Context: an optimization exercise on an open-source flow, tuned for small area. The choices shown serve that exercise and are no tape-out recipe.
The RTL was checked by simulation tests, not by an equivalence proof against the original design.
Power figures rest on the tool's default switching activity, not on a simulated workload.

<file path="flow/constraint.sdc">
create_clock -name core_clock -period 7.0 [get_ports {clk}]
set_input_delay 1.4000 -clock core_clock [delete_from_list [all_inputs] [get_ports {clk}]]
set_output_delay 1.4000 -clock core_clock [all_outputs]
set_load 0.01 [all_outputs]
</file>
<file path="flow/config.mk">
export PLATFORM = sky130hd
export DESIGN_NAME = io_map_sync
export DESIGN_NICKNAME = io_map_sync
export VERILOG_FILES = /design/flow/design.v
export SDC_FILE = /design/flow/constraint.sdc
export NUM_CORES = 4
export LEC_CHECK = 0
export CAP_MARGIN = 20
export CORE_MARGIN = 2
export CORE_UTILIZATION = 40
export SLEW_MARGIN = 20
</file>
<file path="flow/design.v">
module io_map_sync #(
  parameter int PIN_NUM     = 24,
  parameter int CFG_NBIT    = 8,
  parameter int MIPI_GP_NUM = 4,
  parameter int FREQ_GP_NUM = 4,
  parameter int SYNC_STAGES = 2,
  parameter int TURN_CYCLES = 4
) (
  input  logic                        clk,
  input  logic                        rst,
  input  logic [PIN_NUM*CFG_NBIT-1:0] i_cfg,
  input  logic                        i_cfg_vld,
  output logic                        o_cfg_busy,
  output logic                        o_cfg_done,
  output logic                        o_cfg_err,
  input  logic [PIN_NUM-1:0]          o_ioctrl_dir,
  input  logic [PIN_NUM-1:0]          o_ioctrl_db,
  output logic [PIN_NUM-1:0]          i_ioctrl_db,
  input  logic [MIPI_GP_NUM-1:0]      mipi_sclk,
  input  logic [MIPI_GP_NUM-1:0]      mipi_sdo,
  input  logic [MIPI_GP_NUM-1:0]      mipi_sdo_en,
  output logic [MIPI_GP_NUM-1:0]      mipi_sdi,
  output logic [FREQ_GP_NUM-1:0]      freq_io,
  input  logic [PIN_NUM-1:0]          i_io_db,
  output logic [PIN_NUM-1:0]          o_io_dir,
  output logic [PIN_NUM-1:0]          o_io_db
);
  localparam int SDA0 = 1 + MIPI_GP_NUM;
  localparam int FRQ0 = 'h19;
  localparam int CW = $clog2(TURN_CYCLES + 1);
  localparam logic [1:0] K_GPIO = 2'd0, K_SCLK = 2'd1, K_SDA = 2'd2, K_FRQ = 2'd3;
  typedef enum logic [1:0] {IDLE, DRAIN, APPLY} state_t;
  state_t state, state_nxt;
  logic [PIN_NUM-1:0][CFG_NBIT-1:0] cfg, active, shadow, eff;
  logic [PIN_NUM-1:0] chg, chg_new, mask_d, dir_d, db_d, sp;
  logic [SYNC_STAGES-1:0][PIN_NUM-1:0] sync;
  logic [CW-1:0] cnt;
  logic [MIPI_GP_NUM-1:0] seen_sclk, seen_sda;
  logic conflict;
  function automatic logic [1:0] kind_of(input logic [CFG_NBIT-1:0] c);
    int v;
    v = int'(c);
    kind_of = (v >= 1 && v < SDA0) ? K_SCLK :
              (v >= SDA0 && v < SDA0 + MIPI_GP_NUM) ? K_SDA :
              (v >= FRQ0 && v < FRQ0 + FREQ_GP_NUM) ? K_FRQ : K_GPIO;
  endfunction
  function automatic int grp_of(input logic [CFG_NBIT-1:0] c);
    int v;
    v = int'(c);
    grp_of = kind_of(c) == K_SCLK ? v - 1 : kind_of(c) == K_SDA ? v - SDA0 : v - FRQ0;
  endfunction
  assign cfg = i_cfg;
  assign o_cfg_busy = state != IDLE;
  assign o_cfg_done = state == APPLY;
  always_comb begin
    chg_new = '0;
    for (int m = 0; m < PIN_NUM; m++) chg_new[m] = cfg[m] != active[m];
    state_nxt = state;
    if (state == IDLE && i_cfg_vld) state_nxt = |chg_new ? DRAIN : APPLY;
    if (state == DRAIN && cnt == '0) state_nxt = APPLY;
    if (state == APPLY) state_nxt = IDLE;
    mask_d = state == IDLE ? (i_cfg_vld ? chg_new : '0) : state == DRAIN ? chg : '0;
    eff = state == APPLY ? shadow : active;
  end
  always_comb begin
    dir_d = '0;
    db_d = '0;
    for (int m = 0; m < PIN_NUM; m++) begin
      if (kind_of(eff[m]) == K_GPIO) begin
        dir_d[m] = o_ioctrl_dir[m];
        db_d[m] = o_ioctrl_db[m];
      end
      for (int k = 0; k < MIPI_GP_NUM; k++) begin
        if (kind_of(eff[m]) == K_SCLK && grp_of(eff[m]) == k) begin
          dir_d[m] = 1'b1;
          db_d[m] = mipi_sclk[k];
        end
        if (kind_of(eff[m]) == K_SDA && grp_of(eff[m]) == k) begin
          dir_d[m] = mipi_sdo_en[k];
          db_d[m] = mipi_sdo[k];
        end
      end
    end
  end
  always_comb begin
    sp = sync[SYNC_STAGES-1] & ~chg;
    i_ioctrl_db = '0;
    mipi_sdi = '0;
    freq_io = '0;
    for (int m = 0; m < PIN_NUM; m++) begin
      i_ioctrl_db[m] = kind_of(active[m]) == K_GPIO && sp[m];
      for (int k = 0; k < MIPI_GP_NUM; k++)
        mipi_sdi[k] = mipi_sdi[k] | (kind_of(active[m]) == K_SDA && grp_of(active[m]) == k && sp[m]);
      for (int k = 0; k < FREQ_GP_NUM; k++)
        freq_io[k] = freq_io[k] | (kind_of(active[m]) == K_FRQ && grp_of(active[m]) == k && sp[m]);
    end
  end
  always_comb begin
    seen_sclk = '0;
    seen_sda = '0;
    conflict = 1'b0;
    for (int m = 0; m < PIN_NUM; m++) begin
      for (int k = 0; k < MIPI_GP_NUM; k++) begin
        if (kind_of(shadow[m]) == K_SCLK && grp_of(shadow[m]) == k) begin
          conflict = conflict | seen_sclk[k];
          seen_sclk[k] = 1'b1;
        end
        if (kind_of(shadow[m]) == K_SDA && grp_of(shadow[m]) == k) begin
          conflict = conflict | seen_sda[k];
          seen_sda[k] = 1'b1;
        end
      end
    end
  end
  always_ff @(posedge clk) begin
    if (rst) begin
      state <= IDLE;
      active <= '0;
      shadow <= '0;
      chg <= '0;
      cnt <= '0;
      sync <= '0;
      o_cfg_err <= 1'b0;
      o_io_dir <= '0;
      o_io_db <= '0;
    end else begin
      state <= state_nxt;
      sync <= {sync[SYNC_STAGES-2:0], i_io_db};
      o_io_dir <= dir_d & ~mask_d;
      o_io_db <= db_d & ~mask_d;
      if (state == IDLE && i_cfg_vld) begin
        shadow <= cfg;
        chg <= chg_new;
        cnt <= CW'(TURN_CYCLES - 1);
      end
      if (state == DRAIN && cnt != '0) cnt <= cnt - CW'(1);
      if (state == APPLY) begin
        active <= shadow;
        chg <= '0;
        o_cfg_err <= conflict;
      end
    end
  end
endmodule
</file>
<file path="flow/run.sh">
#!/bin/bash
# synth_recipe.tcl (not shown) runs the flow's synth.tcl, then flattens the netlist and writes it again
# the make line also repeats each setting of config.mk as NAME=value (left out here)
make -C /OpenROAD-flow-scripts/flow DESIGN_CONFIG=/design/flow/config.mk WORK_HOME=/design/flow/orfs CLKGATE_MAP_FILE= SYNTH_SCRIPT=/design/flow/synth_recipe.tcl finish
</file>
==> results by group <==
Outcome
  • Status: no timing/DRC/antenna violations

Timing
  • Setup violators final: 0
  • Max-slew violations: 0
  • Unrepaired setup endpoints after global routing: no
  • Fin worst setup slack: 1.28 ns
  • Max_slew headroom: 0.145
  • Final Skew: 0.0233 ns
  • Final hold vios: 0
  • Tmin final: 5.72 ns
  • Tightest Pin Transition: 1.27 ns
  • Tcrit/Tclk final: 0.817
  • Setup TNS: 0 ns
  • Fin Hold WS: 0.430 ns
  • Highest Clock Rate: 0.175 GHz

Synthesis
  • Top FF cell, synth: dfxtp_1
  • Syn Inst Count: 4848
  • Mapped Area: 0.0348 sq mm
  • Net Count, Synth: 5129
  • Largest cells by area after synthesis: dfxtp_1, nand2_1, a21oi_1
  • Sequential-to-total area share from yosys stat: 0.293
  • #FFs+latches synth: 510
  • Synth cell types: 106
  • Post-synth EDFFs: 0
  • Top cell type's share of synthesized area: 0.293
  • Cell taking the most area after synthesis: dfxtp_1
  • Synthesized area per cell: 7.18 sq um
  • Async set-reset flop share out of synthesis: 0
  • Synth warnings: 1

Finish
  • Multi-input logic area: 0.0230 sq mm
  • Register area: 0.0102 sq mm
  • Nets: 5278
  • Commonest non-fill, non-tap cell in the layout: nand2_1
  • Synth-to-Final Area Change: 17.7%
  • Final Util: 0.474
  • Fillers: 8812
  • Share of layout cells above drive strength 1: 0.0543
  • Final Cell Area: 0.0410 sq mm
  • Most frequent cells in the layout: nand2_1, dfxtp_1, a21oi_1

CTS
  • Post-CTS resize count: 0
  • TritonCTS clock tree: done
  • CTS sink cnt: 510
  • Cts hold-fix bufs: 0
  • Root buf cell: clkbuf_16
  • Post-CTS setup buffer count: 0
  • CTS H-tree lvls: 2
  • CTS Buf Count: 60
  • Clk slew on worst S/H paths: 0.06 ns
  • Max Root-Sink Buffers: 3
  • Worst-Skew Late Latency: 0.66 ns

Setup path
  • Worst path arrival time: 4.32 ns
  • CP max FO: 11
  • CP Data Required Time: 5.60 ns
  • Worst path cell trace: nor2_1 > nor2b_1 > or4_1 > o22ai_1 > a211oi_1 > o2111ai_1 > a2111oi_0 > o21ai_0 > or4_1 > clkdlybuf4s50_1
  • Startpoint Class: flip-flop
  • Sum of buffers and inverters on the critical path: 1
  • CP max-delay cell: or4_1
  • Max stage delay on crit path: 0.72 ns
  • Crit path kind: reg2out
  • R2R Setup Slk: 2.73 ns
  • Family with the most delay on the worst path: simple AND/OR/NAND/NOR gates
  • CP endpoint kind: output port
  • Most frequent CP cell: or4_1

Route
  • Post-route ant nets: 0
  • Routed vias/inst: 6.16
  • Residual DRC count: 0
  • Final WL: 158000 microns
  • DR vias: 38200
  • DRT iter0 DRCs: 4116
  • Initial DRT Pass Iterations: 6
  • Routed len/inst: 25.5 microns

Pwr
  • Power density over cell area: 199 mW/mm^2
  • Worst vdd ir: 0.168 mV
  • Pleak: 15.9 nW

GRT
  • Met1 usage: 0.441
  • Most used routing layer in global routing: met2
  • First-pass GRT wire length: 228000 microns
  • Vias in the first global route: 34900
  • Maximum number of pins on one net before global-route repair: 181
  • GR Overflow Total: 0
  • GR Layer Usage met2: 0.534
  • Initial antenna violation count: 7
  • M3 GR Usage: 0.0507
  • GRT Resource Usage Total: 0.336

Placed design
  • Post-place instance area: 0.0390 sq mm
  • Post-DP HPWL: 119000 microns
  • I/O Buffers: 361
  • GP Congestion: 1.10
  • Place WS: 2.16 ns

Floorplan
  • Row count: 108
  • Die ar.: 0.0894 sq mm
  • Core area: 0.0865 sq mm
  • Number of top-level pins: 362
  • Chip width: 299 microns
  • Die Span Y: 299 microns
  • Initial Utilization: 0.403

Job
  • Max cap viols: 0

Min path
  • HP Class: reg2reg
-- stage by stage --
step,power [mW],instances
CTS,8.17,6201
detailed placement,5.01,6090
finish,8.17,6203
global placement,5.00,6090
floorplan,4.25,4848
global route,8.45,6201
-- kinds of logic after synthesis --
kind of cell / share of synthesized area
AO/OA/AOI/OAI: 0.202
XOR/XNOR: 0.0629
adder cells (fa/ha/maj): 0.00302
buffers and inverters: 0.0485
flip-flops: 0.293
multiplexers: 0.0480
AND/OR/NAND/NOR: 0.343
-- worst reg2reg max path: cells and delay by family, from the launching register on --
family                 cells  cell delay, ns
AND/OR/NAND/NOR            7            2.95
flip-flops                 1            0.46
buffers and inverters      1            0.17
AO/OA/AOI/OAI              3            0.57
-- where the power goes --
group          switching (mW)  total [mW]  internal [mW]
clock network            1.35        3.17           1.82
registers               0.201        3.25           3.05
logic                    1.09        1.75          0.661
-- flip-flops by register name, summed over array words and instances, names as in the netlist --
signal	flops
cnt	3
o_io_dir	24
sync	48
active	192
shadow	192
chg	24
o_io_db	24
state	2
o_cfg_err	1
-- cell type report --
type / instances / share of cell area
Tap cell: 1155 / 0.0353
Clock buffer: 87 / 0.0433
Timing Repair Buffer: 423 / 0.102
Inverter: 57 / 0.00528
Sequential cell: 510 / 0.249
Multi-Input combinational cell: 3945 / 0.560
Antenna cell: 2 / 0.000122
Clock inverter: 24 / 0.00470
-- synth_stat cells, drive strengths merged, types with 56 or more instances --
master,instances
a21oi,484
buf,65
clkbuf,271
dfxtp,510
inv,56
mux2i,134
nand2,920
nand2b,77
nand3,141
nor2,410
nor2b,114
nor3,184
nor3b,70
nor4,136
o21ai,159
xor2,219
-- layer usage --
layer  up-vias  share of wire  wire (microns)
li1      17700              -               -
met1     18200           0.41           64500
met2      1878           0.45           70700
met3       404          0.085           13400
met4         4          0.058            9230
met5         -        0.00012              19
-- path summary, 6_finish.rpt --
kind | from | to | depth (start not counted)
setup / recovery | active[105] | freq_io[1] | 10
hold / removal | sync[1] | sync[25] | 1
setup reg to reg | shadow[14] | o_cfg_err | 11
hold reg to reg | sync[1] | sync[25] | 1

==> separate check: timing with driven ports <==
The results above use ideal ports. As a check the final layout listed here was re-extracted and re-timed, cells and wires unchanged.
Step 1 sets driving cells, clkbuf_16 on the clock port and buf_2 on the other inputs (assumed; they add their load-dependent delay and slew).
Step 2, shift: input delay + t, output delay - t, t = (earliest + latest rising clock arrival at the registers) / 2. This alone moves slack from input paths to output paths.
a / b / c = ideal ports / drivers / drivers and shift; a / b = the first two.
t (ns): 0.716
slack for setup (ns): 1.284 / 1.212 / 1.927
worst slew at a driven data input, ns: 0.05
After both steps setup and hold are still met in this run. For this run, drivers alone change the setup slack by -0.072 ns; drivers and shift together by +0.643 ns.
